Context: an optimization exercise on an open-source flow, tuned for a short achievable clock period and few clock cycles. The choices shown serve that exercise and are no tape-out recipe. Function was checked by simulation only, so behaviour that the tests miss may differ from the original. No activity file was given, so power comes from the tool's default toggle rates.

### design/flow/config.mk
export PLATFORM = sky130hd
export DESIGN_NAME = rv_core
export DESIGN_NICKNAME = rv_core
export VERILOG_FILES = /design/flow/design.v
export SDC_FILE = /design/flow/constraint.sdc
export NUM_CORES = 4
export LEC_CHECK = 0
export CAP_MARGIN = 20
export CORE_MARGIN = 2
export CORE_UTILIZATION = 40
export SLEW_MARGIN = 20
### design/flow/constraint.sdc
create_clock -name core_clock -period 6.5 [get_ports {clk_i}]
set_input_delay 1.3000 -clock core_clock [delete_from_list [all_inputs] [get_ports {clk_i}]]
set_output_delay 1.3000 -clock core_clock [all_outputs]
set_load 0.01 [all_outputs]
### design/flow/design.v
package rv_pkg;
    localparam int unsigned XLEN = 64;
    typedef logic [XLEN-1:0] xlen_t;
    typedef logic [31:0]     inst_t;
    typedef logic [4:0]      reg_addr_t;
    localparam xlen_t RESET_PC = '0;
    typedef enum logic [6:0] {
        OP     = 7'b0110011,
        OP_IMM = 7'b0010011,
        LUI    = 7'b0110111,
        LOAD   = 7'b0000011,
        STORE  = 7'b0100011,
        BRANCH = 7'b1100011,
        JAL    = 7'b1101111
    } opcode_e;
    typedef enum logic [2:0] {
        ADD,
        SUB,
        AND,
        OR,
        XOR,
        PASS_B
    } alu_op_e;
    typedef struct packed {
        logic  valid;
        xlen_t pc;
        inst_t inst;
    } if_id_t;
    typedef struct packed {
        logic      valid;
        xlen_t     pc;
        xlen_t     op1;
        xlen_t     op2;
        xlen_t     store_data;
        xlen_t     imm;
        reg_addr_t rd;
        logic      reg_wen;
        alu_op_e   alu_op;
        logic      is_load;
        logic      is_store;
        logic      is_branch_eq;
        logic      is_branch_ne;
        logic      is_jal;
    } id_ex_t;
    typedef struct packed {
        logic      valid;
        xlen_t     pc;
        xlen_t     result;
        xlen_t     store_data;
        reg_addr_t rd;
        logic      reg_wen;
        logic      is_load;
        logic      is_store;
    } ex_mem_t;
    typedef struct packed {
        logic      valid;
        xlen_t     pc;
        reg_addr_t rd;
        xlen_t     wdata;
        logic      reg_wen;
    } mem_wb_t;
endpackage
module stage_reg #(
    parameter int unsigned width = 1
) (
    input  logic             clk_i,
    input  logic             reset_i,
    input  logic             stall_i,
    input  logic             flush_i,
    input  logic [width-1:0] d_i,
    output logic [width-1:0] q_o
);
    always_ff @(posedge clk_i) begin
        if (reset_i || flush_i) begin
            q_o <= '0;
        end else if (!stall_i) begin
            q_o <= d_i;
        end
    end
endmodule
module pc_fetch #(
    parameter int unsigned xlen = rv_pkg::XLEN
) (
    input  logic           clk_i,
    input  logic           reset_i,
    input  logic           stall_i,
    input  logic           redirect_en_i,
    input  rv_pkg::xlen_t  redirect_pc_i,
    output rv_pkg::xlen_t  imem_addr_o,
    input  rv_pkg::inst_t  imem_rdata_i,
    output rv_pkg::if_id_t if_id_o
);
    logic [xlen-1:0] pc_q;
    always_ff @(posedge clk_i) begin
        if (reset_i) begin
            pc_q <= rv_pkg::RESET_PC;
        end else if (redirect_en_i) begin
            pc_q <= redirect_pc_i;
        end else if (!stall_i) begin
            pc_q <= pc_q + xlen'(4);
        end
    end
    assign imem_addr_o   = pc_q;
    assign if_id_o.valid = 1'b1;
    assign if_id_o.pc    = pc_q;
    assign if_id_o.inst  = imem_rdata_i;
endmodule
module decode #(
    parameter int unsigned xlen = rv_pkg::XLEN
) (
    input  rv_pkg::if_id_t    if_id_i,
    output rv_pkg::reg_addr_t rs1_o,
    output rv_pkg::reg_addr_t rs2_o,
    input  rv_pkg::xlen_t     rs1_data_i,
    input  rv_pkg::xlen_t     rs2_data_i,
    output rv_pkg::id_ex_t    id_ex_o
);
    rv_pkg::inst_t     inst;
    rv_pkg::opcode_e   opcode;
    rv_pkg::reg_addr_t rd;
    logic [2:0]        funct3;
    logic [xlen-1:0]   imm_i;
    logic [xlen-1:0]   imm_s;
    logic [xlen-1:0]   imm_b;
    logic [xlen-1:0]   imm_j;
    logic [xlen-1:0]   imm_u;
    assign inst   = if_id_i.inst;
    assign opcode = rv_pkg::opcode_e'(inst[6:0]);
    assign rd     = inst[11:7];
    assign funct3 = inst[14:12];
    assign rs1_o  = inst[19:15];
    assign rs2_o  = inst[24:20];
    assign imm_i = {{(xlen-12){inst[31]}}, inst[31:20]};
    assign imm_s = {{(xlen-12){inst[31]}}, inst[31:25], inst[11:7]};
    assign imm_b = {{(xlen-13){inst[31]}}, inst[31], inst[7], inst[30:25], inst[11:8], 1'b0};
    assign imm_j = {{(xlen-21){inst[31]}}, inst[31], inst[19:12], inst[20], inst[30:21], 1'b0};
    assign imm_u = {{(xlen-32){inst[31]}}, inst[31:12], 12'b0};
    always_comb begin
        id_ex_o            = '0;
        id_ex_o.valid      = if_id_i.valid;
        id_ex_o.pc         = if_id_i.pc;
        id_ex_o.op1        = rs1_data_i;
        id_ex_o.op2        = rs2_data_i;
        id_ex_o.store_data = rs2_data_i;
        id_ex_o.rd         = rd;
        case (opcode)
            rv_pkg::OP: begin
                id_ex_o.reg_wen = 1'b1;
                case (funct3)
                    3'b000: id_ex_o.alu_op = inst[30] ? rv_pkg::SUB : rv_pkg::ADD;
                    3'b100: id_ex_o.alu_op = rv_pkg::XOR;
                    3'b110: id_ex_o.alu_op = rv_pkg::OR;
                    3'b111: id_ex_o.alu_op = rv_pkg::AND;
                    default: id_ex_o.reg_wen = 1'b0;
                endcase
            end
            rv_pkg::OP_IMM: begin
                id_ex_o.op2     = imm_i;
                id_ex_o.imm     = imm_i;
                id_ex_o.reg_wen = (funct3 == 3'b000);
            end
            rv_pkg::LUI: begin
                id_ex_o.op2     = imm_u;
                id_ex_o.imm     = imm_u;
                id_ex_o.alu_op  = rv_pkg::PASS_B;
                id_ex_o.reg_wen = 1'b1;
            end
            rv_pkg::LOAD: begin
                id_ex_o.op2     = imm_i;
                id_ex_o.imm     = imm_i;
                id_ex_o.is_load = (funct3 == 3'b011);
                id_ex_o.reg_wen = (funct3 == 3'b011);
            end
            rv_pkg::STORE: begin
                id_ex_o.op2      = imm_s;
                id_ex_o.imm      = imm_s;
                id_ex_o.is_store = (funct3 == 3'b011);
            end
            rv_pkg::BRANCH: begin
                id_ex_o.imm          = imm_b;
                id_ex_o.is_branch_eq = (funct3 == 3'b000);
                id_ex_o.is_branch_ne = (funct3 == 3'b001);
            end
            rv_pkg::JAL: begin
                id_ex_o.imm     = imm_j;
                id_ex_o.reg_wen = 1'b1;
                id_ex_o.is_jal  = 1'b1;
            end
            default: begin
                id_ex_o.reg_wen = 1'b0;
            end
        endcase
        if (rd == '0) begin
            id_ex_o.reg_wen = 1'b0;
        end
    end
endmodule
module reg_file #(
    parameter int unsigned xlen = rv_pkg::XLEN
) (
    input  logic              clk_i,
    input  logic              reset_i,
    input  rv_pkg::reg_addr_t rs1_i,
    input  rv_pkg::reg_addr_t rs2_i,
    output rv_pkg::xlen_t     rs1_data_o,
    output rv_pkg::xlen_t     rs2_data_o,
    input  logic              ex_wen_i,
    input  rv_pkg::reg_addr_t ex_rd_addr_i,
    input  rv_pkg::xlen_t     ex_rd_data_i,
    input  logic              mem_wen_i,
    input  rv_pkg::reg_addr_t mem_rd_addr_i,
    input  rv_pkg::xlen_t     mem_rd_data_i,
    input  logic              wb_wen_i,
    input  rv_pkg::reg_addr_t wb_rd_addr_i,
    input  rv_pkg::xlen_t     wb_rd_data_i
);
    logic [xlen-1:0]   regs_q [32];
    rv_pkg::reg_addr_t rs     [2];
    logic [xlen-1:0]   rdata  [2];
    always_ff @(posedge clk_i) begin
        if (reset_i) begin
            for (int i = 0; i < 32; i++) begin
                regs_q[i] <= '0;
            end
        end else if (wb_wen_i) begin
            regs_q[wb_rd_addr_i] <= wb_rd_data_i;
        end
    end
    assign rs[0] = rs1_i;
    assign rs[1] = rs2_i;
    for (genvar p = 0; p < 2; p++) begin : g_read
        always_comb begin
            if (rs[p] == '0) begin
                rdata[p] = '0;
            end else if (ex_wen_i && ex_rd_addr_i == rs[p]) begin
                rdata[p] = ex_rd_data_i;
            end else if (mem_wen_i && mem_rd_addr_i == rs[p]) begin
                rdata[p] = mem_rd_data_i;
            end else if (wb_wen_i && wb_rd_addr_i == rs[p]) begin
                rdata[p] = wb_rd_data_i;
            end else begin
                rdata[p] = regs_q[rs[p]];
            end
        end
    end
    assign rs1_data_o = rdata[0];
    assign rs2_data_o = rdata[1];
endmodule
module execute #(
    parameter int unsigned xlen = rv_pkg::XLEN
) (
    input  rv_pkg::id_ex_t  id_ex_i,
    output rv_pkg::ex_mem_t ex_mem_o,
    output logic            redirect_en_o,
    output rv_pkg::xlen_t   redirect_pc_o,
    output logic            ex_wen_o,
    output rv_pkg::reg_addr_t ex_rd_addr_o,
    output rv_pkg::xlen_t   ex_rd_data_o
);
    logic [xlen-1:0] alu_res;
    logic [xlen-1:0] link_pc;
    logic [xlen-1:0] result;
    logic            operands_eq;
    logic            taken;
    always_comb begin
        case (id_ex_i.alu_op)
            rv_pkg::SUB:    alu_res = id_ex_i.op1 - id_ex_i.op2;
            rv_pkg::AND:    alu_res = id_ex_i.op1 & id_ex_i.op2;
            rv_pkg::OR:     alu_res = id_ex_i.op1 | id_ex_i.op2;
            rv_pkg::XOR:    alu_res = id_ex_i.op1 ^ id_ex_i.op2;
            rv_pkg::PASS_B: alu_res = id_ex_i.op2;
            default:        alu_res = id_ex_i.op1 + id_ex_i.op2;
        endcase
    end
    assign operands_eq = (id_ex_i.op1 == id_ex_i.store_data);
    assign taken = (id_ex_i.is_branch_eq && operands_eq)
                 || (id_ex_i.is_branch_ne && !operands_eq)
                 || id_ex_i.is_jal;
    assign redirect_en_o = id_ex_i.valid && taken;
    assign redirect_pc_o = id_ex_i.pc + id_ex_i.imm;
    assign link_pc = id_ex_i.pc + xlen'(4);
    assign result  = id_ex_i.is_jal ? link_pc : alu_res;
    assign ex_mem_o.valid      = id_ex_i.valid;
    assign ex_mem_o.pc         = id_ex_i.pc;
    assign ex_mem_o.result     = result;
    assign ex_mem_o.store_data = id_ex_i.store_data;
    assign ex_mem_o.rd         = id_ex_i.rd;
    assign ex_mem_o.reg_wen    = id_ex_i.reg_wen;
    assign ex_mem_o.is_load    = id_ex_i.is_load;
    assign ex_mem_o.is_store   = id_ex_i.is_store;
    assign ex_wen_o     = id_ex_i.valid && id_ex_i.reg_wen && !id_ex_i.is_load;
    assign ex_rd_addr_o = id_ex_i.rd;
    assign ex_rd_data_o = result;
endmodule
module mem_access #(
    parameter int unsigned xlen = rv_pkg::XLEN
) (
    input  rv_pkg::ex_mem_t ex_mem_i,
    output logic            dmem_ren_o,
    output logic            dmem_wen_o,
    output rv_pkg::xlen_t   dmem_addr_o,
    output rv_pkg::xlen_t   dmem_wdata_o,
    input  rv_pkg::xlen_t   dmem_rdata_i,
    output rv_pkg::mem_wb_t mem_wb_o,
    output logic            mem_wen_o,
    output rv_pkg::reg_addr_t mem_rd_addr_o,
    output rv_pkg::xlen_t   mem_rd_data_o
);
    logic [xlen-1:0] wdata;
    assign dmem_ren_o   = ex_mem_i.valid && ex_mem_i.is_load;
    assign dmem_wen_o   = ex_mem_i.valid && ex_mem_i.is_store;
    assign dmem_addr_o  = ex_mem_i.result;
    assign dmem_wdata_o = ex_mem_i.store_data;
    assign wdata = ex_mem_i.is_load ? dmem_rdata_i : ex_mem_i.result;
    assign mem_wb_o.valid   = ex_mem_i.valid;
    assign mem_wb_o.pc      = ex_mem_i.pc;
    assign mem_wb_o.rd      = ex_mem_i.rd;
    assign mem_wb_o.wdata   = wdata;
    assign mem_wb_o.reg_wen = ex_mem_i.reg_wen;
    assign mem_wen_o     = ex_mem_i.valid && ex_mem_i.reg_wen;
    assign mem_rd_addr_o = ex_mem_i.rd;
    assign mem_rd_data_o = wdata;
endmodule
module hazard_ctrl (
    input  logic              clk_i,
    input  logic              reset_i,
    input  rv_pkg::reg_addr_t rs1_i,
    input  rv_pkg::reg_addr_t rs2_i,
    input  logic              ex_is_load_i,
    input  rv_pkg::reg_addr_t ex_rd_i,
    input  logic              redirect_en_i,
    output logic              pc_stall_o,
    output logic              if_id_stall_o,
    output logic              if_id_flush_o,
    output logic              id_ex_flush_o
);
    logic load_use;
    assign load_use = ex_is_load_i && (ex_rd_i != '0)
                    && ((ex_rd_i == rs1_i) || (ex_rd_i == rs2_i));
    assign pc_stall_o    = load_use;
    assign if_id_stall_o = load_use;
    assign if_id_flush_o = redirect_en_i;
    assign id_ex_flush_o = redirect_en_i || load_use;
endmodule
module rv_core #(
    parameter int unsigned xlen = rv_pkg::XLEN
) (
    input  logic              clk_i,
    input  logic              reset_i,
    output rv_pkg::xlen_t     imem_addr_o,
    input  rv_pkg::inst_t     imem_rdata_i,
    output logic              dmem_ren_o,
    output logic              dmem_wen_o,
    output rv_pkg::xlen_t     dmem_addr_o,
    output rv_pkg::xlen_t     dmem_wdata_o,
    input  rv_pkg::xlen_t     dmem_rdata_i,
    output logic              commit_valid_o,
    output rv_pkg::xlen_t     commit_pc_o,
    output rv_pkg::reg_addr_t commit_rd_o,
    output rv_pkg::xlen_t     commit_data_o
);
    rv_pkg::if_id_t    if_id_d;
    rv_pkg::if_id_t    if_id_q;
    rv_pkg::id_ex_t    id_ex_d;
    rv_pkg::id_ex_t    id_ex_q;
    rv_pkg::ex_mem_t   ex_mem_d;
    rv_pkg::ex_mem_t   ex_mem_q;
    rv_pkg::mem_wb_t   mem_wb_d;
    rv_pkg::mem_wb_t   mem_wb_q;
    rv_pkg::reg_addr_t rs1;
    rv_pkg::reg_addr_t rs2;
    rv_pkg::xlen_t     rs1_data;
    rv_pkg::xlen_t     rs2_data;
    rv_pkg::xlen_t     redirect_pc;
    logic              redirect_en;
    logic              pc_stall;
    logic              if_id_stall;
    logic              if_id_flush;
    logic              id_ex_flush;
    logic              ex_wen;
    rv_pkg::reg_addr_t ex_rd_addr;
    rv_pkg::xlen_t     ex_rd_data;
    logic              mem_wen;
    rv_pkg::reg_addr_t mem_rd_addr;
    rv_pkg::xlen_t     mem_rd_data;
    logic              wb_wen;
    pc_fetch #(.xlen(xlen)) pc_fetch_inst (
        .clk_i         ( clk_i        ),
        .reset_i       ( reset_i      ),
        .stall_i       ( pc_stall     ),
        .redirect_en_i ( redirect_en  ),
        .redirect_pc_i ( redirect_pc  ),
        .imem_addr_o   ( imem_addr_o  ),
        .imem_rdata_i  ( imem_rdata_i ),
        .if_id_o       ( if_id_d      )
    );
    stage_reg #(.width($bits(if_id_d))) if_id_inst (
        .clk_i   ( clk_i       ),
        .reset_i ( reset_i     ),
        .stall_i ( if_id_stall ),
        .flush_i ( if_id_flush ),
        .d_i     ( if_id_d     ),
        .q_o     ( if_id_q     )
    );
    decode #(.xlen(xlen)) decode_inst (
        .if_id_i    ( if_id_q  ),
        .rs1_o      ( rs1      ),
        .rs2_o      ( rs2      ),
        .rs1_data_i ( rs1_data ),
        .rs2_data_i ( rs2_data ),
        .id_ex_o    ( id_ex_d  )
    );
    reg_file #(.xlen(xlen)) reg_file_inst (
        .clk_i      ( clk_i    ),
        .reset_i    ( reset_i  ),
        .rs1_i      ( rs1      ),
        .rs2_i      ( rs2      ),
        .rs1_data_o ( rs1_data ),
        .rs2_data_o ( rs2_data ),
        .ex_wen_i      ( ex_wen         ),
        .ex_rd_addr_i  ( ex_rd_addr     ),
        .ex_rd_data_i  ( ex_rd_data     ),
        .mem_wen_i     ( mem_wen        ),
        .mem_rd_addr_i ( mem_rd_addr    ),
        .mem_rd_data_i ( mem_rd_data    ),
        .wb_wen_i      ( wb_wen         ),
        .wb_rd_addr_i  ( mem_wb_q.rd    ),
        .wb_rd_data_i  ( mem_wb_q.wdata )
    );
    stage_reg #(.width($bits(id_ex_d))) id_ex_inst (
        .clk_i   ( clk_i       ),
        .reset_i ( reset_i     ),
        .stall_i ( 1'b0        ),
        .flush_i ( id_ex_flush ),
        .d_i     ( id_ex_d     ),
        .q_o     ( id_ex_q     )
    );
    execute #(.xlen(xlen)) execute_inst (
        .id_ex_i       ( id_ex_q     ),
        .ex_mem_o      ( ex_mem_d    ),
        .redirect_en_o ( redirect_en ),
        .redirect_pc_o ( redirect_pc ),
        .ex_wen_o      ( ex_wen      ),
        .ex_rd_addr_o  ( ex_rd_addr  ),
        .ex_rd_data_o  ( ex_rd_data  )
    );
    hazard_ctrl hazard_ctrl_inst (
        .clk_i         ( clk_i           ),
        .reset_i       ( reset_i         ),
        .rs1_i         ( rs1             ),
        .rs2_i         ( rs2             ),
        .ex_is_load_i  ( id_ex_q.is_load ),
        .ex_rd_i       ( id_ex_q.rd      ),
        .redirect_en_i ( redirect_en     ),
        .pc_stall_o    ( pc_stall        ),
        .if_id_stall_o ( if_id_stall     ),
        .if_id_flush_o ( if_id_flush     ),
        .id_ex_flush_o ( id_ex_flush     )
    );
    stage_reg #(.width($bits(ex_mem_d))) ex_mem_inst (
        .clk_i   ( clk_i    ),
        .reset_i ( reset_i  ),
        .stall_i ( 1'b0     ),
        .flush_i ( 1'b0     ),
        .d_i     ( ex_mem_d ),
        .q_o     ( ex_mem_q )
    );
    mem_access #(.xlen(xlen)) mem_access_inst (
        .ex_mem_i     ( ex_mem_q     ),
        .dmem_ren_o   ( dmem_ren_o   ),
        .dmem_wen_o   ( dmem_wen_o   ),
        .dmem_addr_o  ( dmem_addr_o  ),
        .dmem_wdata_o ( dmem_wdata_o ),
        .dmem_rdata_i ( dmem_rdata_i ),
        .mem_wb_o     ( mem_wb_d     ),
        .mem_wen_o     ( mem_wen      ),
        .mem_rd_addr_o ( mem_rd_addr  ),
        .mem_rd_data_o ( mem_rd_data  )
    );
    stage_reg #(.width($bits(mem_wb_d))) mem_wb_inst (
        .clk_i   ( clk_i    ),
        .reset_i ( reset_i  ),
        .stall_i ( 1'b0     ),
        .flush_i ( 1'b0     ),
        .d_i     ( mem_wb_d ),
        .q_o     ( mem_wb_q )
    );
    assign wb_wen = mem_wb_q.valid && mem_wb_q.reg_wen;
    assign commit_valid_o = wb_wen;
    assign commit_pc_o    = mem_wb_q.pc;
    assign commit_rd_o    = mem_wb_q.rd;
    assign commit_data_o  = mem_wb_q.wdata;
endmodule
### design/flow/run.sh
#!/bin/bash
# synth_recipe.tcl (not shown) runs the flow's synth.tcl, then flattens the netlist and writes it again
# the make line also repeats each setting of config.mk as NAME=value (left out here)
make -C /OpenROAD-flow-scripts/flow DESIGN_CONFIG=/design/flow/config.mk WORK_HOME=/design/flow/orfs CLKGATE_MAP_FILE= SYNTH_SCRIPT=/design/flow/synth_recipe.tcl finish
==> results.py, run 1 <==
metrics = {
    "run_status": {
        "outcome": "finished clean",
    },
    "finish": {
        "final-seq-area_um2": 77800,
        "area_occupied_by_multi_input_gates_um2": 70300,
        "drive_gt1_frac": 0.190,
        "fill_cells": 34300,
        "area_delta_synth_final_pct": 12.8,
        "finalNetCount": 12500,
    },
    "synth": {
        "synth-edff-count": 2048,
        "synth.yosys.seq_area_share": 0.503,
        "synthCells": 12300,
        "yosysTopAreaCell": "sky130_fd_sc_hd__edfxtp_1",
        "syn-mean-instance-area_um2": 12.6,
        "synth_commonest_cells": "sky130_fd_sc_hd__and2_1 (2122), sky130_fd_sc_hd__edfxtp_1 (2048), sky130_fd_sc_hd__mux4_2 (1225), sky130_fd_sc_hd__clkbuf_1 (844), sky130_fd_sc_hd__dfxtp_1 (810)",
        "synth-seq-cells": 2858,
        "synth-warning-count": 10,
        "ys_dominant_reg_cell": "sky130_fd_sc_hd__edfxtp_1",
        "yosys.cell_types.count": 101,
        "synth_fp_nets": 12600,
        "post_synthesis_async_set_or_reset_flop_share": 0,
        "top_count_cell_post_synth": "sky130_fd_sc_hd__and2_1",
        "cell_area_after_synthesis_um2": 155000,
        "synthDominantCellAreaShare": 0.398,
        "synthTopCellsByArea": "sky130_fd_sc_hd__edfxtp_1 (40%), sky130_fd_sc_hd__mux4_2 (18%), sky130_fd_sc_hd__dfxtp_1 (10%)",
    },
    "setup_path": {
        "critPathMaxFanout": 10,
        "reg2reg_setup_slack_ns": 0.48,
        "timing.critical_path.to_type": "flip-flop",
        "worst_path_max_delay_cell": "sky130_fd_sc_hd__o41ai_1",
        "reg2reg_path_depth": 20,
        "worstReg2RegStart": "id_ex_inst.q_o[154]",
        "crit_path_start_kind": "flip-flop",
        "worst_path_dominant_cell_family": "simple AND/OR/NAND/NOR gates",
        "required_time_reported_for_the_critical_path_endpoint_ns": 7.35,
        "startpoint": "id_ex_inst.q_o[154]",
        "count_of_cell_instances_traversed_by_the_critical_path": 20,
        "timing.critical_path.slowest_cell_delay_ns": 0.62,
        "r2r-end": "id_ex_inst.q_o[256]",
        "critical_path_data_arrival_time_ns": 6.88,
        "path_class": "flip-flop to flip-flop",
        "timing.critical_path.cells": "nor4_2, nand2_1, nor4_1, and4_1, nand3_1, o21ai_0, xnor2_1, ha_1, a21o_1, a21oi_1, o311ai_0, buf_4, a21boi_0, nand2_1, buf_4, mux2i_1, o41ai_1, buf_4, nor2_1, nor3_1",
        "endpoint": "id_ex_inst.q_o[256]",
        "cp.buffers_inverters": 3,
        "crit_path_frequent_cell": "sky130_fd_sc_hd__buf_4",
    },
    "sta": {
        "fin_crit_ns": 6.02,
        "finalSetupViolCount": 0,
        "achievable-frequency_mhz": 166,
        "fin_tns_setup_ns": 0,
        "fin_crit_sh": 0.927,
        "rsz0062_at_grt": "no",
        "timing_worst_slew_pin_value_ns": 1.32,
        "timing_max_transition_violations_final": 0,
        "slew_headroom": 0.114,
        "worst_clock_skew_ns": 0.0347,
        "report.final.hold_viol_count": 0,
        "slack_of_the_critical_path_ns": 0.475,
    },
    "global_routing": {
        "grt.overflow.total": 0,
        "grt_first_pass_wirelength_um": 868000,
        "grt_max_degree": 141,
        "antenna_found_initial": 53,
        "vias_in_the_first_global_route": 109000,
        "grt.total_usage": 0.316,
    },
    "routing": {
        "detail_route.drc_violations": 0,
        "drt_first_iter_violations": 14800,
        "routed_wl_um": 631000,
        "vias": 110000,
        "drt_pre_antenna_iters": 8,
        "wire_per_inst_um": 36.1,
        "detail-route-antenna-nets": 0,
        "detail_route.vias_per_cell": 6.28,
    },
    "die": {
        "coreArea_um2": 385000,
        "floorplan.die.height_um": 626,
        "std_cell_rows": 228,
        "die_area_um2": 391000,
        "floorplan.initialDensity": 0.401,
        "dieWidth_um": 626,
        "top_level_ports": 426,
    },
    "pwr": {
        "p_leak_uw": 0.0621,
        "powerDensity_nw_per_um2": 278,
        "vdd.ir_drop.worst_mv": 0.228,
    },
    "cts": {
        "tritoncts_num_sinks": 2858,
        "numCtsBuffers": 313,
        "cts_root_buffer": "sky130_fd_sc_hd__clkbuf_16",
        "clock_insertion_delay_worst_skew_ns": 0.94,
        "cts-root-to-sink-buffers": 4,
        "ctsHoldBuffers": 0,
        "post_cts.resized_instances": 0,
        "tritoncts_clock_tree": "built",
        "post_cts_clock_slew_at_the_launch_and_capture_registers_of_the_worst_setup_and_hold_paths_ns": 0.07,
        "post-cts-setup-buffers": 0,
        "clock_tree.htree_level_count": 5,
    },
    "hold_path": {
        "timing.hold.worst.start": "ex_mem_inst.q_o[193]",
        "type_of_the_tightest_min_delay_check": "flip-flop to flip-flop",
    },
    "placed_design": {
        "place_congestion": 0.946,
        "hpwlAfterDp_um": 417000,
        "place_worst_setup_slack_ns": 0.481,
        "port_buffers": 425,
    },
    "job": {
        "drv.max_cap_violation_count": 0,
    },
}
==> layout make-up <==
cell class	count	share of cell area
Antenna cell	36	0.000517
Sequential cell	2858	0.446
Clock inverter	164	0.00970
Timing Repair Buffer	896	0.0500
Inverter	192	0.00413
Multi-Input combinational cell	7880	0.404
Clock buffer	404	0.0495
Tap cell	5060	0.0363
==> where the power goes <==
group	internal, µW	leakage [µW]	switching (µW)
Sequential	20300	0.0278	1050
Clock	10400	0.00505	7890
Combinational	3300	0.0293	5510
==> stage by stage <==
step | hold slack (ns) | std cells | power, µW | cell area [µm²] | utilization
6_report | 0.427 | 17500 | 48500 | 174000 | 0.453
5_1_grt | 0.447 | 17500 | 49700 | 174000 | 0.452
4_1_cts | 0.432 | 17500 | 48400 | 174000 | 0.452
3_5_place_dp | 0.421 | 16900 | 30300 | 164000 | 0.426
3_3_place_gp | 0.419 | 16900 | 30200 | 164000 | 0.425
2_1_floorplan | 0.414 | 12300 | 26300 | 155000 | -
==> flip-flops by register name, summed over array words and instances (netlist names), named ones only <==
register / cells
pc_fetch_inst.pc_q: 64
id_ex_inst.q_o: 303
if_id_inst.q_o: 97
reg_file_inst.regs_q: 2048
mem_wb_inst.q_o: 135
ex_mem_inst.q_o: 201
==> per-layer routing <==
layer  GRT usage  vias up  wire length, µm
met1       0.397    56000           230000
met3      0.0690     1693            66600
met2       0.506     7222           291000
li1            -    44900                -
met5           0        -               60
met4       0.177        8            42900
==> worst min-delay path by stage <==
stage                                 to  cells past startpoint
CTS                 mem_wb_inst.q_o[128]                      1
floorplan             ex_mem_inst.q_o[0]                      1
finish              mem_wb_inst.q_o[127]                      1
global placement     mem_wb_inst.q_o[89]                      1
global route        mem_wb_inst.q_o[125]                      1
detailed placement   mem_wb_inst.q_o[79]                      1
==> cell usage in the layout (no fill, tap or decap), types with 230 or more instances in the layout <==
master                            Yosys  layout
sky130_fd_sc_hd__nor2b_1            232     230
sky130_fd_sc_hd__a21oi_1            499     499
sky130_fd_sc_hd__mux2i_1            300     298
sky130_fd_sc_hd__ha_1               257     257
sky130_fd_sc_hd__dfxtp_1            810     788
sky130_fd_sc_hd__clkdlybuf4s50_1      0     424
sky130_fd_sc_hd__mux4_2            1225    1225
sky130_fd_sc_hd__o21ai_0            304     302
sky130_fd_sc_hd__and2_1            2122    2123
sky130_fd_sc_hd__edfxtp_1          2048    2048
sky130_fd_sc_hd__nor2_1             657     620
sky130_fd_sc_hd__nand2_1            596     594
sky130_fd_sc_hd__clkbuf_16            0     325
sky130_fd_sc_hd__buf_4              271     397
==> cells by family (layout without fill, tap and decap cells) <==
family	count (synthesis)	count (layout)	share of synthesized area
xor+xnor	354	354	0.0201
buf+inv	1523	1656	0.0452
compound gates	1534	1534	0.0627
other cells	0	36	0
mux	1542	1542	0.199
fa+ha+maj	259	259	0.0211
simple gates	4191	4191	0.149
flops	2858	2858	0.503
Testbench counts, summed over its fixed seeds: cycles 58,791.
==> inputs of run 2 (changes only) <==
--- a/design/flow/config.mk
+++ b/design/flow/config.mk
@@ -8,4 +8,6 @@
 export CAP_MARGIN = 20
 export CORE_MARGIN = 2
 export CORE_UTILIZATION = 40
+export SETUP_SLACK_MARGIN = 1.5
 export SLEW_MARGIN = 20
+export TNS_END_PERCENT = 10
==> results.py, run 2 <==
metrics = {
    "synth": {
        "cell_area_after_synthesis_um2": 155000,
        "synth-seq-cells": 2858,
        "post_synthesis_async_set_or_reset_flop_share": 0,
        "synth_fp_nets": 12600,
        "synth.yosys.seq_area_share": 0.503,
        "yosys.cell_types.count": 101,
        "synth-warning-count": 10,
        "ys_dominant_reg_cell": "sky130_fd_sc_hd__edfxtp_1",
        "synthCells": 12300,
        "syn-mean-instance-area_um2": 12.6,
        "top_count_cell_post_synth": "sky130_fd_sc_hd__and2_1",
        "synthTopCellsByArea": "sky130_fd_sc_hd__edfxtp_1 (40%), sky130_fd_sc_hd__mux4_2 (18%), sky130_fd_sc_hd__dfxtp_1 (10%)",
        "synth-edff-count": 2048,
        "synthDominantCellAreaShare": 0.398,
        "yosysTopAreaCell": "sky130_fd_sc_hd__edfxtp_1",
        "synth_commonest_cells": "sky130_fd_sc_hd__and2_1 (2122), sky130_fd_sc_hd__edfxtp_1 (2048), sky130_fd_sc_hd__mux4_2 (1225), sky130_fd_sc_hd__clkbuf_1 (844), sky130_fd_sc_hd__dfxtp_1 (810)",
    },
    "routing": {
        "detail_route.vias_per_cell": 6.27,
        "wire_per_inst_um": 36.1,
        "detail-route-antenna-nets": 0,
        "routed_wl_um": 632000,
        "drt_first_iter_violations": 15200,
        "vias": 110000,
        "detail_route.drc_violations": 0,
        "drt_pre_antenna_iters": 6,
    },
    "finish": {
        "registers.top_by_ff_count": "reg_file_inst.regs_q",
        "drive_gt1_frac": 0.201,
        "final_common_cell": "sky130_fd_sc_hd__and2_1",
        "final_core_util": 0.455,
        "finalNetCount": 12500,
        "area_delta_synth_final_pct": 13.3,
        "largest_reg_flops": 2048,
        "layout.cells.most_common_list": "sky130_fd_sc_hd__and2_1 (2122), sky130_fd_sc_hd__edfxtp_1 (2048), sky130_fd_sc_hd__mux4_2 (1225)",
        "fill_cells": 34300,
        "final-seq-area_um2": 77800,
        "largest_registers": "reg_file_inst.regs_q x2048, id_ex_inst.q_o x303, ex_mem_inst.q_o x201",
        "area_occupied_by_multi_input_gates_um2": 71000,
    },
    "placed_design": {
        "place_worst_setup_slack_ns": 0.481,
        "port_buffers": 425,
        "place_congestion": 0.946,
        "hpwlAfterDp_um": 417000,
    },
    "sta": {
        "rsz0062_at_grt": "yes",
        "timing_max_transition_violations_final": 0,
        "slack_of_the_critical_path_ns": 1.45,
        "fin_crit_ns": 5.05,
        "timing_worst_slew_pin_value_ns": 1.29,
        "finalSetupViolCount": 0,
        "fin_crit_sh": 0.776,
        "fin_tns_setup_ns": 0,
        "report.final.hold_viol_count": 0,
        "worst_clock_skew_ns": 0.0407,
        "slew_headroom": 0.130,
        "achievable-frequency_mhz": 198,
    },
    "hold_path": {
        "number_of_cells_traversed_by_the_worst_hold_path": 1,
        "type_of_the_tightest_min_delay_check": "flip-flop to flip-flop",
        "hold_path_end": "mem_wb_inst.q_o[128]",
        "timing.hold.worst.start": "ex_mem_inst.q_o[194]",
    },
    "global_routing": {
        "grt.total_usage": 0.316,
        "grt_max_degree": 141,
        "antenna_found_initial": 52,
        "grt_first_pass_wirelength_um": 868000,
        "vias_in_the_first_global_route": 109000,
        "grt.overflow.total": 0,
    },
    "cts": {
        "cts-root-to-sink-buffers": 4,
        "tritoncts_clock_tree": "built",
        "post_cts_clock_slew_at_the_launch_and_capture_registers_of_the_worst_setup_and_hold_paths_ns": 0.07,
        "clock_tree.htree_level_count": 5,
        "cts_root_buffer": "sky130_fd_sc_hd__clkbuf_16",
        "numCtsBuffers": 313,
        "tritoncts_num_sinks": 2858,
        "clock_insertion_delay_worst_skew_ns": 0.95,
    },
    "run_status": {
        "outcome": "finished clean",
    },
    "pwr": {
        "vdd.ir_drop.worst_mv": 0.226,
        "p_leak_uw": 0.0624,
        "powerDensity_nw_per_um2": 278,
    },
    "die": {
        "floorplan.die.height_um": 626,
        "coreArea_um2": 385000,
        "dieWidth_um": 626,
        "std_cell_rows": 228,
        "die_area_um2": 391000,
        "floorplan.initialDensity": 0.401,
        "top_level_ports": 426,
    },
    "setup_path": {
        "timing.critical_path.to_type": "flip-flop",
        "reg2reg_path_depth": 23,
        "reg2reg_setup_slack_ns": 1.45,
        "crit_path_frequent_cell": "sky130_fd_sc_hd__buf_6",
        "startpoint": "id_ex_inst.q_o[154]",
        "worst_path_max_delay_cell": "sky130_fd_sc_hd__a2111oi_4",
        "path_class": "flip-flop to flip-flop",
        "crit_path_start_kind": "flip-flop",
        "critical_path_data_arrival_time_ns": 5.87,
        "critPathMaxFanout": 5,
        "timing.critical_path.slowest_cell_delay_ns": 0.45,
        "worstReg2RegStart": "id_ex_inst.q_o[154]",
        "r2r-end": "id_ex_inst.q_o[262]",
        "timing.critical_path.cells": "nor4_4, nand2_2, nor4_4, nand2_2, nor3_4, buf_6, and3_4, a41oi_2, xnor2_1, ha_1, a21o_1, buf_6, o21bai_4, a211oi_2, buf_4, o21ai_4, buf_6, a2111oi_4, buf_4, a211oi_2, or3_4, buf_6, a211oi_2",
        "required_time_reported_for_the_critical_path_endpoint_ns": 7.32,
    },
    "job": {
        "drv.max_cap_violation_count": 0,
    },
}
==> run 2: area by class of cell <==
| class | instances | area share |
|---|---|---|
| timing repair buffer | 920 | 0.0510 |
| clock inverter | 164 | 0.00966 |
| multi-input combinational | 7880 | 0.405 |
| sequential | 2858 | 0.444 |
| antenna | 26 | 0.000371 |
| tap | 5060 | 0.0361 |
| inverter | 192 | 0.00412 |
| clock buffer | 404 | 0.0493 |
==> run 2: cell families (layout without fill, tap and decap cells) <==
group | count (synthesis) | count (layout) | synth area share
and+or+nand+nor | 4191 | 4191 | 0.149
DFF | 2858 | 2858 | 0.503
muxes | 1542 | 1542 | 0.199
AOI/OAI and AO/OA | 1534 | 1534 | 0.0627
buffers and inverters | 1523 | 1680 | 0.0452
xor gates and xnor gates | 354 | 354 | 0.0201
adders and majority gates | 259 | 259 | 0.0211
other | 0 | 26 | 0
==> run 2: how the worst max path moves through the flow <==
stage / end / slack (ns) / depth (start not counted)
CTS: id_ex_inst.q_o[199] / 1.40 / 24
finish: id_ex_inst.q_o[262] / 1.45 / 23
global route: id_ex_inst.q_o[199] / 1.25 / 22
global placement: id_ex_inst.q_o[182] / 0.14 / 17
detailed placement: id_ex_inst.q_o[256] / 0.48 / 21
floorplan: id_ex_inst.q_o[202] / 1.91 / 18
==> run 2: layer usage <==
metal / wire length (µm) / GRT usage
met1: 231000 / 0.397
met2: 292000 / 0.507
met3: 66600 / 0.0684
met4: 42300 / 0.176
met5: 85 / 0
==> run 2: what timing repair did <==
item,4_1_cts,5_1_grt
hold buffers,0,0
resized for setup,84,87
pin swaps,22,48
setup endpoints to repair,132,132
setup buffers,7,17
==> run 2: through the flow <==
| stage | instances | power (µW) | instance area [µm²] | hold slack [ns] |
|---|---|---|---|---|
| 4_1_cts | 17500 | 48500 | 175000 | 0.432 |
| 6_report | 17500 | 48700 | 175000 | 0.422 |
| 3_3_place_gp | 16900 | 30200 | 164000 | 0.419 |
| 3_5_place_dp | 16900 | 30300 | 164000 | 0.421 |
| 2_1_floorplan | 12300 | 26300 | 155000 | 0.414 |
| 5_1_grt | 17500 | 49900 | 175000 | 0.447 |
==> run 2: worst max-delay path: cells and delay by family, from the launching register on <==
kind / cells / cell delay (ns)
AO/OA/AOI/OAI: 8 / 1.47
XOR/XNOR: 1 / 0.15
adder cells (fa/ha/maj): 1 / 0.30
buffers and inverters: 6 / 0.95
flip-flops: 1 / 0.36
AND/OR/NAND/NOR: 7 / 1.70
==> run 2: power by group <==
| part | total [µW] | switching [µW] | internal [µW] |
|---|---|---|---|
| Combinational | 8950 | 5560 | 3390 |
| Sequential | 21400 | 1060 | 20300 |
| Clock | 18300 | 7910 | 10400 |
==> inputs of run 3 (changes only) <==
--- a/design/flow/config.mk
+++ b/design/flow/config.mk
@@ -8,6 +8,6 @@
 export CAP_MARGIN = 20
 export CORE_MARGIN = 2
 export CORE_UTILIZATION = 40
-export SETUP_SLACK_MARGIN = 1.5
+export SETUP_SLACK_MARGIN = 2.5
 export SLEW_MARGIN = 20
-export TNS_END_PERCENT = 10
+export TNS_END_PERCENT = 5
==> results.py, run 3 <==
metrics = {
    "die": {
        "coreArea_um2": 385000,
        "floorplan.initialDensity": 0.401,
        "top_level_ports": 426,
        "std_cell_rows": 228,
        "dieWidth_um": 626,
        "floorplan.die.height_um": 626,
        "die_area_um2": 391000,
    },
    "sta": {
        "fin_tns_setup_ns": 0,
        "rsz0062_at_grt": "yes",
        "report.final.hold_viol_count": 0,
        "finalSetupViolCount": 0,
        "achievable-frequency_mhz": 205,
        "slew_headroom": 0.137,
        "timing_worst_slew_pin_value_ns": 1.26,
        "fin_crit_sh": 0.751,
        "fin_crit_ns": 4.88,
        "worst_clock_skew_ns": 0.0526,
        "timing_max_transition_violations_final": 0,
    },
    "global_routing": {
        "antenna_found_initial": 70,
        "vias_in_the_first_global_route": 109000,
        "grt.overflow.total": 0,
        "grt_max_degree": 145,
        "grt_first_pass_wirelength_um": 887000,
        "grt.total_usage": 0.324,
    },
    "synth": {
        "post_synthesis_async_set_or_reset_flop_share": 0,
        "ys_dominant_reg_cell": "sky130_fd_sc_hd__edfxtp_1",
        "synth_fp_nets": 12600,
        "yosys.cell_types.count": 101,
        "cell_area_after_synthesis_um2": 155000,
        "synth_commonest_cells": "sky130_fd_sc_hd__and2_1 (2122), sky130_fd_sc_hd__edfxtp_1 (2048), sky130_fd_sc_hd__mux4_2 (1225), sky130_fd_sc_hd__clkbuf_1 (844), sky130_fd_sc_hd__dfxtp_1 (810)",
        "synth-warning-count": 10,
        "synthDominantCellAreaShare": 0.398,
        "synth-seq-cells": 2858,
        "synth.yosys.seq_area_share": 0.503,
        "top_count_cell_post_synth": "sky130_fd_sc_hd__and2_1",
        "syn-mean-instance-area_um2": 12.6,
        "yosysTopAreaCell": "sky130_fd_sc_hd__edfxtp_1",
        "synthCells": 12300,
        "synth-edff-count": 2048,
        "synthTopCellsByArea": "sky130_fd_sc_hd__edfxtp_1 (40%), sky130_fd_sc_hd__mux4_2 (18%), sky130_fd_sc_hd__dfxtp_1 (10%)",
    },
    "setup_path": {
        "path_class": "flip-flop to flip-flop",
        "critical_path_data_arrival_time_ns": 5.67,
        "critPathMaxFanout": 6,
        "crit_path_start_kind": "flip-flop",
        "timing.critical_path.to_type": "flip-flop",
        "required_time_reported_for_the_critical_path_endpoint_ns": 7.29,
    },
    "finish": {
        "largest_registers": "reg_file_inst.regs_q x2048, id_ex_inst.q_o x303, ex_mem_inst.q_o x201",
        "layout.cells.most_common_list": "sky130_fd_sc_hd__and2_1 (2122), sky130_fd_sc_hd__edfxtp_1 (2048), sky130_fd_sc_hd__mux4_2 (1225)",
        "area_delta_synth_final_pct": 13.8,
        "final_core_util": 0.457,
        "final_common_cell": "sky130_fd_sc_hd__and2_1",
        "layout.cell_area.non_filler_um2": 176000,
        "drive_gt1_frac": 0.208,
        "registers.top_by_ff_count": "reg_file_inst.regs_q",
        "finalNetCount": 12500,
        "largest_reg_flops": 2048,
    },
    "cts": {
        "cts-root-to-sink-buffers": 4,
        "clock_tree.htree_level_count": 5,
        "numCtsBuffers": 316,
        "ctsHoldBuffers": 0,
        "cts_root_buffer": "sky130_fd_sc_hd__clkbuf_16",
        "tritoncts_num_sinks": 2858,
        "post_cts_clock_slew_at_the_launch_and_capture_registers_of_the_worst_setup_and_hold_paths_ns": 0.06,
        "tritoncts_clock_tree": "built",
        "clock_insertion_delay_worst_skew_ns": 1.00,
    },
    "hold_path": {
        "type_of_the_tightest_min_delay_check": "flip-flop to flip-flop",
    },
    "routing": {
        "detail_route.vias_per_cell": 6.32,
        "drt_pre_antenna_iters": 6,
        "drt_first_iter_violations": 15800,
        "routed_wl_um": 647000,
        "wire_per_inst_um": 37.0,
        "detail-route-antenna-nets": 0,
        "detail_route.drc_violations": 0,
        "vias": 111000,
    },
    "pwr": {
        "internal_power_uw": 34000,
        "power.share.switching": 0.302,
        "powerDensity_nw_per_um2": 277,
        "total_switching_power_uw": 14800,
        "design_power_total_uw": 48800,
        "p_leak_uw": 0.0625,
        "power_frac_clock": 0.373,
        "power.share.combinational": 0.189,
        "vdd.ir_drop.worst_mv": 0.256,
        "power.share.sequential": 0.438,
    },
    "placed_design": {
        "hpwlAfterDp_um": 417000,
        "postPlaceCellArea_um2": 164000,
        "place_congestion": 0.955,
        "port_buffers": 425,
    },
    "run_status": {
        "outcome": "finished clean",
    },
    "job": {
        "drv.max_cap_violation_count": 0,
    },
}
[run 3: path summary, 6_finish.rpt]
check / start / endpoint / slack (ns) / cells after the start
worst max-delay path: id_ex_inst.q_o[147] / id_ex_inst.q_o[266] / 1.62 / 19
worst min-delay path: ex_mem_inst.q_o[147] / mem_wb_inst.q_o[81] / 0.43 / 1
worst max register to register: id_ex_inst.q_o[147] / id_ex_inst.q_o[266] / 1.62 / 19
worst min register to register: ex_mem_inst.q_o[147] / mem_wb_inst.q_o[81] / 0.43 / 1
[run 3: what timing repair did]
item | 4_1_cts | 5_1_grt
endpoints found under the setup margin | 582 | 521
hold endpoints to repair | 0 | 0
buffers inserted | 51 | 14
pin swaps | 58 | 42
resized for setup | 256 | 80
[run 3: cell type report]
class | instances | area, µm²
diodes | 23 | 57.6
clock buffers | 401 | 8630
clock inverters | 172 | 1570
fillers | 34000 | 209000
inverters | 192 | 721
multi-input cells | 7880 | 71800
flip-flops and latches | 2858 | 77800
well taps | 5060 | 6330
repair buffers | 917 | 8940
[run 3: metrics by stage]
step	cells	setup slack, ns	hold slack (ns)
floorplan	12300	2.18	0.414
global placement	16800	0.669	0.417
detailed placement	16800	0.847	0.420
CTS	17500	1.59	0.433
global route	17500	1.45	0.450
finish	17500	1.62	0.433
[run 3: kinds of logic after synthesis]
logic type | Yosys count | synth area share
AND/OR/NAND/NOR | 4191 | 0.149
flip-flops | 2858 | 0.503
multiplexers | 1542 | 0.199
AO/OA/AOI/OAI | 1534 | 0.0627
buffers and inverters | 1523 | 0.0452
XOR/XNOR | 354 | 0.0201
adder cells (fa/ha/maj) | 259 | 0.0211
[run 3: power groups by stage]
stage | Combinational, µW | Sequential, µW | Clock (µW)
after floorplan | 5160 | 21100 | 0
after global placement | 8580 | 21600 | 0
after detailed placement | 8620 | 21700 | 0
after CTS | 8920 | 21300 | 18300
after global routing | 9540 | 21400 | 19000
final | 9230 | 21400 | 18200
[run 3: layer usage]
layer  part of all wire  routed length [µm]  global-route usage
met1               0.36              234000               0.406
met2               0.45              294000               0.509
met3               0.12               75100              0.0834
met4              0.069               44500               0.184
met5            0.00032                 204                   0
[run 3: worst max-delay path, cell delays in order, from the launching register on]
cell and delay, ns:
sky130_fd_sc_hd__dfxtp_4 0.34, sky130_fd_sc_hd__or3_4 0.43, sky130_fd_sc_hd__nor4_4 0.31, sky130_fd_sc_hd__nand2_1 0.13, sky130_fd_sc_hd__nor3_2 0.19, sky130_fd_sc_hd__buf_6 0.17, sky130_fd_sc_hd__and3_4 0.22, sky130_fd_sc_hd__a21oi_1 0.08
sky130_fd_sc_hd__xnor2_1 0.27, sky130_fd_sc_hd__ha_4 0.29, sky130_fd_sc_hd__a21oi_4 0.24, sky130_fd_sc_hd__o21bai_4 0.09, sky130_fd_sc_hd__a211oi_4 0.43, sky130_fd_sc_hd__o21ai_4 0.14, sky130_fd_sc_hd__a2111oi_4 0.40, sky130_fd_sc_hd__buf_6 0.19
sky130_fd_sc_hd__nand2_4 0.05, sky130_fd_sc_hd__a2111oi_4 0.31, sky130_fd_sc_hd__o31a_1 0.28, sky130_fd_sc_hd__a211oi_2 0.09

## what the ideal ports hide
How much do the figures lean on ideal ports? The routed layouts below were timed once more, with nothing changed but the port constraints. Step 1 assumes that a clkbuf_16 drives the clock port and a buf_2 every other input. Step 2 moves the port delays by t, midway between the first and last clock arrival at a register: inputs arrive t later, outputs are due t later. That takes back most of the time a late clock gives input paths. a / b / c = ideal / step 1 / step 2; a / b = the first two.
run | shift t [ns] | setup slack, ns | worst setup path at the end | slew at the worst register clock pin (ns) | worst data-port slew with drivers (ns)
run 1 | 1.039 | 0.475 / 0.475 / 0.475 | register to register | 0.07 / 0.07 | 0.15
run 2 | 1.044 | 1.454 / 1.454 / 1.292 | input to register | 0.07 / 0.07 | 0.15
run 3 | 1.077 | 1.615 / 1.615 / 1.365 | input to register | 0.07 / 0.07 | 0.10
After both steps every run listed still meets setup and hold. The setup slack of run 3, which loses most, moves by 0.000 ns with the drivers and by -0.250 ns with both steps.
